Source: an optimization exercise on an open RTL-to-GDS flow (aim: small area). Production flows keep margins and buffers that such runs may drop.
Function was checked by simulation only, so behaviour that the tests miss may differ from the original.
No activity file was given, so power comes from the tool's default toggle rates.

==> wip/indigo <==
==> flow/design.v <==
module ds_box2x2 #(
   parameter int DATA_WIDTH = 24,
   parameter int ADDR_WIDTH = 16,
   parameter int IMG_W      = 256,
   parameter int IMG_H      = 256
) (
   input  logic                  clk,
   input  logic                  rst_n,
   input  logic [DATA_WIDTH-1:0] pix_i,
   input  logic                  pix_valid_i,
   input  logic                  frame_clr_i,
   output logic [DATA_WIDTH-1:0] ds_pix_o,
   output logic                  ds_valid_o,
   output logic [ADDR_WIDTH-1:0] ds_addr_o,
   output logic                  frame_done_o
);
   localparam int CW       = $clog2(IMG_W);
   localparam int RW       = $clog2(IMG_H);
   localparam int LB_DEPTH = IMG_W / 2 - 1;    
   logic [CW-1:0]         pcol;       
   logic [RW-1:0]         prow;       
   logic [9:0]            acc_r, acc_g, acc_b;
   logic [26:0]           linebuf [LB_DEPTH];
   logic                  accept;
   logic                  col_odd;    
   logic                  row_odd;
   logic [26:0]           lb_rd;
   logic [9:0]            base_r, base_g, base_b;
   assign accept  = pix_valid_i && !frame_clr_i;
   assign col_odd = !pcol[0];
   assign row_odd = (&pcol) ? !prow[0] : prow[0];
   assign lb_rd   = linebuf[LB_DEPTH-1];
   logic sel_acc, sel_lb;
   assign sel_acc = col_odd;
   assign sel_lb  = !col_odd && row_odd;
   assign base_r  = ({10{sel_acc}} & acc_r) | ({10{sel_lb}} & 10'(lb_rd[26:18]));
   assign base_g  = ({10{sel_acc}} & acc_g) | ({10{sel_lb}} & 10'(lb_rd[17:9]));
   assign base_b  = ({10{sel_acc}} & acc_b) | ({10{sel_lb}} & 10'(lb_rd[8:0]));
   function automatic logic [9:0] add10x8(input logic [9:0] a, input logic [7:0] b);
      logic [10:0] c;
      logic [9:0]  s;
      c[0] = 1'b0;
      for (int i = 0; i < 8; i++) begin
         s[i]   = a[i] ^ b[i] ^ c[i];
         c[i+1] = (a[i] & b[i]) | (c[i] & (a[i] ^ b[i]));
      end
      for (int i = 8; i < 10; i++) begin
         s[i]   = a[i] ^ c[i];
         c[i+1] = a[i] & c[i];
      end
      add10x8 = s;
   endfunction
   always_ff @(posedge clk) begin
      if (rst_n && accept) begin
         acc_r <= add10x8(base_r, pix_i[23:16]);
         acc_g <= add10x8(base_g, pix_i[15:8]);
         acc_b <= add10x8(base_b, pix_i[7:0]);
      end
   end
   always_ff @(posedge clk) begin
      if (rst_n && accept && !col_odd) begin
         linebuf[0] <= {acc_r[8:0], acc_g[8:0], acc_b[8:0]};
         for (int i = 1; i < LB_DEPTH; i++) linebuf[i] <= linebuf[i-1];
      end
   end
   always_ff @(posedge clk) begin
      if (!rst_n || frame_clr_i) begin
         pcol       <= '1;
         prow       <= '1;
         ds_valid_o <= 1'b0;
      end else begin
         ds_valid_o <= pix_valid_i && row_odd && col_odd;
         if (pix_valid_i) begin
            pcol <= pcol + 1'b1;
            if (&pcol) prow <= prow + 1'b1;
         end
      end
   end
   assign ds_pix_o     = {acc_r[9:2], acc_g[9:2], acc_b[9:2]};
   assign ds_addr_o    = ADDR_WIDTH'({prow[RW-1:1], pcol[CW-1:1]});
   assign frame_done_o = ds_valid_o && (&prow) && (&pcol);
endmodule
==> flow/flow/run.sh <==
#!/bin/bash
# Standard ORFS layout with four changes: small port buffers; clock tree
# synthesis without dummy loads and with clkbuf_8 leaf clusters; and the
# shift-enable net re-buffered by flow/en_hook.tcl before the resize step.
set -euo pipefail
HERE=$(pwd)
CTS="-sink_clustering_enable -repair_clock_nets -dont_use_dummy_load"
CTS="$CTS -buf_list sky130_fd_sc_hd__clkbuf_8 -sink_clustering_size 21 -sink_clustering_max_diameter 65"
bash standard.sh \
  "BUFFER_PORTS_ARGS=-buffer_cell sky130_fd_sc_hd__buf_1" \
  "CTS_ARGS=$CTS" \
  "PRE_RESIZE_TCL=$HERE/flow/en_hook.tcl" \
  finish > standard_flow.log 2>&1
==> flow/flow/en_hook.tcl <==
# PRE_RESIZE hook: rebuild the buffer tree of the line buffer's shift enable
# (one net driving every edfxtp DE pin) as 20 buf_12 cluster buffers fed by
# one buf_8, in place of the tree that timing-driven placement built.
source [file join [file dirname [info script]] en_tree.tcl]
en_tree_rebuild 20 sky130_fd_sc_hd__buf_12 sky130_fd_sc_hd__buf_8
==> flow/flow/en_tree.tcl <==
# Rebuild the buffer tree of the high-fanout enable net(s): every net whose
# loads (through buffers) are mostly flip-flop DE pins is collapsed back to its
# root driver and re-buffered with one buffer per cluster of sinks.
proc en_tree_rebuild { nclusters bufcell rootcell } {
  set block [ord::get_db_block]
  set is_buf {}
  # root driver of a net: walk up through buffer instances
  proc drv_iterm { net } {
    foreach it [$net getITerms] { if { [$it isOutputSignal] } { return $it } }
    return ""
  }
  # collect DE iterms
  set de {}
  foreach inst [$block getInsts] {
    set m [$inst getMaster]
    if { [string match "*edfxtp*" [$m getName]] } {
      lappend de [$inst findITerm DE]
    }
  }
  # group DE pins by root net
  array set groups {}
  array set bufs {}
  foreach it $de {
    set net [$it getNet]
    while 1 {
      set d [drv_iterm $net]
      if { $d eq "" } break
      set di [$d getInst]
      set mn [[$di getMaster] getName]
      if { [regexp {__(buf|clkbuf)_\d+$} $mn] && ![string match "input*" [$di getName]] } {
        set bufs([$di getName]) $di
        set net [[$di findITerm A] getNet]
      } else break
    }
    lappend groups([$net getName]) $it
  }
  foreach rn [array names groups] {
    set sinks $groups($rn)
    if { [llength $sinks] < 200 } continue
    set root [$block findNet $rn]
    puts "en_tree: root $rn with [llength $sinks] DE sinks"
    # other loads of the tree that are not DE pins stay with their buffer;
    # collect all non-buffer loads hanging below buffers
    set extra {}
    foreach bn [array names bufs] {
      set bi $bufs($bn)
      set on [[$bi findITerm X] getNet]
      foreach it [$on getITerms] {
        if { [$it isInputSignal] } {
          set li [$it getInst]
          if { [info exists bufs([$li getName])] } continue
          if { [[$it getMTerm] getName] eq "DE" && [string match "*edfxtp*" [[$li getMaster] getName]] } continue
          lappend extra $it
        }
      }
    }
    # reconnect every sink and extra load to the root, delete the buffers
    foreach it [concat $sinks $extra] { $it disconnect; $it connect $root }
    foreach bn [array names bufs] {
      set bi $bufs($bn)
      set on [[$bi findITerm X] getNet]
      odb::dbInst_destroy $bi
      if { [llength [$on getITerms]] == 0 } { odb::dbNet_destroy $on }
    }
    array unset bufs
    # k-means on sink locations
    set pts {}
    foreach it $sinks {
      set b [[$it getInst] getBBox]
      lappend pts [list [expr {([$b xMin]+[$b xMax])/2}] [expr {([$b yMin]+[$b yMax])/2}]]
    }
    set n [llength $pts]
    set k $nclusters
    set cent {}
    set sorted [lsort -integer -index 0 $pts]
    for {set c 0} {$c < $k} {incr c} { lappend cent [lindex $sorted [expr {($c*$n)/$k + $n/(2*$k)}]] }
    set cap [expr {int(ceil(1.1*$n/$k))}]
    for {set iter 0} {$iter < 20} {incr iter} {
      set asg {}
      set cnt [lrepeat $k 0]
      foreach p $pts {
        set best -1; set bd 1e30
        set px [lindex $p 0]; set py [lindex $p 1]
        for {set c 0} {$c < $k} {incr c} {
          if { [lindex $cnt $c] >= $cap } continue
          set q [lindex $cent $c]
          set dd [expr {abs($px-[lindex $q 0]) + abs($py-[lindex $q 1])}]
          if { $dd < $bd } { set bd $dd; set best $c }
        }
        lappend asg $best
        lset cnt $best [expr {[lindex $cnt $best]+1}]
      }
      set sx [lrepeat $k 0.0]; set sy [lrepeat $k 0.0]
      foreach p $pts a $asg {
        lset sx $a [expr {[lindex $sx $a]+[lindex $p 0]}]
        lset sy $a [expr {[lindex $sy $a]+[lindex $p 1]}]
      }
      set cent {}
      for {set c 0} {$c < $k} {incr c} {
        set m [lindex $cnt $c]
        if { $m == 0 } { lappend cent [lindex $pts 0]; continue }
        lappend cent [list [expr {int([lindex $sx $c]/$m)}] [expr {int([lindex $sy $c]/$m)}]]
      }
    }
    # one buffer per cluster, fed from a root buffer at the centre of the clusters
    set dbu [$block getDbUnitsPerMicron]
    set mx 0; set my 0
    foreach q $cent { set mx [expr {$mx+[lindex $q 0]}]; set my [expr {$my+[lindex $q 1]}] }
    set mx [expr {double($mx)/$k/$dbu}]; set my [expr {double($my)/$k/$dbu}]
    set rootpins {}
    for {set c 0} {$c < $k} {incr c} {
      set pins {}
      foreach it $sinks a $asg {
        if { $a == $c } { lappend pins [get_pins -of_objects [get_cells [[$it getInst] getName]] -filter "name == DE"] }
      }
      if { [llength $pins] == 0 } continue
      set q [lindex $cent $c]
      insert_buffer -buffer_cell $bufcell -net [get_nets $rn] -load_pins $pins \
        -location [list [expr {double([lindex $q 0])/$dbu}] [expr {double([lindex $q 1])/$dbu}]] \
        -buffer_name entree_$c -net_name entree_net_$c
      set bnet [[lindex $sinks [lsearch -exact $asg $c]] getNet]
      set bdrv [drv_iterm $bnet]
      lappend rootpins [get_pins -of_objects [get_cells [[$bdrv getInst] getName]] -filter "direction == input"]
    }
    insert_buffer -buffer_cell $rootcell -net [get_nets $rn] -load_pins $rootpins \
      -location [list $mx $my] -buffer_name entree_root -net_name entree_root_net
  }
}
==> flow/standard.sh <==
#!/bin/bash
# synth_recipe.tcl (not shown) runs the flow's synth.tcl, then flattens the netlist and writes it again
# the make line also repeats each setting of config.mk as NAME=value (left out here)
make -C /OpenROAD-flow-scripts/flow DESIGN_CONFIG=/design/flow/config.mk WORK_HOME=/design/flow/orfs CLKGATE_MAP_FILE= SYNTH_SCRIPT=/design/flow/synth_recipe.tcl "${@:-finish}"
==> flow/config.mk <==
export PLATFORM = sky130hd
export DESIGN_NAME = ds_box2x2
export DESIGN_NICKNAME = ds_box2x2
export VERILOG_FILES = /design/flow/design.v
export SDC_FILE = /design/flow/constraint.sdc
export NUM_CORES = 4
export LEC_CHECK = 0
export CAP_MARGIN = 20
export CORE_MARGIN = 2
export CORE_UTILIZATION = 80
export SLEW_MARGIN = 20
==> flow/constraint.sdc <==
create_clock -name core_clock -period 7.0 [get_ports {clk}]
set_input_delay 1.4000 -clock core_clock [delete_from_list [all_inputs] [get_ports {clk}]]
set_output_delay 1.4000 -clock core_clock [all_outputs]
set_load 0.01 [all_outputs]
==> inputs of wip/yarrow, as changes to wip/indigo <==
--- a/flow/config.mk
+++ b/flow/config.mk
@@ -9,3 +9,3 @@
 export CORE_MARGIN = 2
-export CORE_UTILIZATION = 80
+export CORE_UTILIZATION = 75
 export SLEW_MARGIN = 20
==> inputs of wip/raven, as changes to wip/indigo <==
==> flow/design.v, changed modules only <==
module ds_box2x2 #(
   parameter int DATA_WIDTH = 24,
   parameter int ADDR_WIDTH = 16,
   parameter int IMG_W      = 256,
   parameter int IMG_H      = 256
) (
   input  logic                  clk,
   input  logic                  rst_n,
   input  logic [DATA_WIDTH-1:0] pix_i,
   input  logic                  pix_valid_i,
   input  logic                  frame_clr_i,
   output logic [DATA_WIDTH-1:0] ds_pix_o,
   output logic                  ds_valid_o,
   output logic [ADDR_WIDTH-1:0] ds_addr_o,
   output logic                  frame_done_o
);
   localparam int CW       = $clog2(IMG_W);
   localparam int RW       = $clog2(IMG_H);
   localparam int LB_DEPTH = IMG_W / 2 - 1;    
   logic [CW-1:0]         pcol;       
   logic [RW-1:0]         prow;       
   logic [9:0]            acc_r, acc_g, acc_b;
   logic [26:0]           linebuf [LB_DEPTH];
   logic                  accept;
   logic                  col_odd;    
   logic                  row_odd;
   logic [26:0]           lb_rd;
   logic [9:0]            base_r, base_g, base_b;
   assign accept  = pix_valid_i && !frame_clr_i;
   assign col_odd = !pcol[0];
   assign row_odd = (&pcol) ? !prow[0] : prow[0];
   assign lb_rd   = linebuf[LB_DEPTH-1];
   always_comb begin
      if (col_odd) begin
         base_r = acc_r;
         base_g = acc_g;
         base_b = acc_b;
      end else if (row_odd) begin
         base_r = 10'(lb_rd[26:18]);
         base_g = 10'(lb_rd[17:9]);
         base_b = 10'(lb_rd[8:0]);
      end else begin
         base_r = '0;
         base_g = '0;
         base_b = '0;
      end
   end
   always_ff @(posedge clk) begin
      if (rst_n && accept) begin
         acc_r <= base_r + 10'(pix_i[23:16]);
         acc_g <= base_g + 10'(pix_i[15:8]);
         acc_b <= base_b + 10'(pix_i[7:0]);
      end
   end
   always_ff @(posedge clk) begin
      if (rst_n && accept && !col_odd) begin
         linebuf[0] <= {acc_r[8:0], acc_g[8:0], acc_b[8:0]};
         for (int i = 1; i < LB_DEPTH; i++) linebuf[i] <= linebuf[i-1];
      end
   end
   always_ff @(posedge clk) begin
      if (!rst_n || frame_clr_i) begin
         pcol       <= '1;
         prow       <= '1;
         ds_valid_o <= 1'b0;
      end else begin
         ds_valid_o <= pix_valid_i && row_odd && col_odd;
         if (pix_valid_i) begin
            pcol <= pcol + 1'b1;
            if (&pcol) prow <= prow + 1'b1;
         end
      end
   end
   assign ds_pix_o     = {acc_r[9:2], acc_g[9:2], acc_b[9:2]};
   assign ds_addr_o    = ADDR_WIDTH'({prow[RW-1:1], pcol[CW-1:1]});
   assign frame_done_o = ds_valid_o && (&prow) && (&pcol);
endmodule
==> flow/flow/en_hook.tcl (replaced) <==
# PRE_RESIZE hook: rebuild the buffer tree of the line buffer's shift enable
# (one net driving every edfxtp DE pin) as 16 buf_12 cluster buffers fed by
# one buf_8, in place of the tree that timing-driven placement built.
source [file join [file dirname [info script]] en_tree.tcl]
en_tree_rebuild 16 sky130_fd_sc_hd__buf_12 sky130_fd_sc_hd__buf_8
--- a/flow/config.mk
+++ b/flow/config.mk
@@ -9,3 +9,3 @@
 export CORE_MARGIN = 2
-export CORE_UTILIZATION = 80
+export CORE_UTILIZATION = 75
 export SLEW_MARGIN = 20
==> run summary <==
quantity	wip/yarrow	wip/indigo	wip/raven
Switching power summed over all nets	5.65 mW	-	5.76 mW
Initial Utilization	75.2%	80.6%	75.4%
Sequential logic power	23.1 mW	-	23.5 mW
Reg area	104000 um^2	-	104000 um^2
CTS max path bufs	3	-	3
Met1 capacity usage during global routing	29.7%	-	29.5%
M1 wire length	62200 um	-	59500 um
Slowest stage delay, CP	0.77 ns	-	0.99 ns
Top fanout value on the critical path	21	-	30
Global-route met2 utilization	21.4%	-	21.6%
Layout Area Growth over Synthesis	4.94%	-	5.02%
TritonCTS clock tree	yes	-	yes
Outcome	timing/DRC/antenna clean	aborted with a tool error	timing/DRC/antenna clean
Failing step	-	3_5_place_dp	-
Multi-Input Combinational	157	-	228
Area-dominant class	registers	-	registers
Filler cell count	6551	-	6508
Global Route met3 Usage	3.24%	-	3.65%

## re-timing with driven ports
No port has a modelled driver above. Below, the same layouts with a new extraction and two added sets of constraints.
Step 1 assumes that a clkbuf_16 drives the clock port and a buf_2 every other input.
Step 2 adds t to the input delays and takes it off the output delays; t is the mean of the earliest and latest rising clock arrival at the registers after step 1. Input paths then give back, and output paths get back, about the clock's delay inside the block.
a / b / c = no drivers / after step 1 / after step 2; a / b = the first two.
run	shift t [ns]	setup WS [ns]	worst slew at a driven data input, ns
wip/yarrow	0.952	1.294 / 1.294 / 1.294	0.04
wip/raven	0.943	2.695 / 2.695 / 2.387	0.07
After both steps setup and hold are still met in every run listed. The setup slack of wip/raven, which loses most, moves by 0.000 ns with the drivers and by -0.308 ns with both steps.
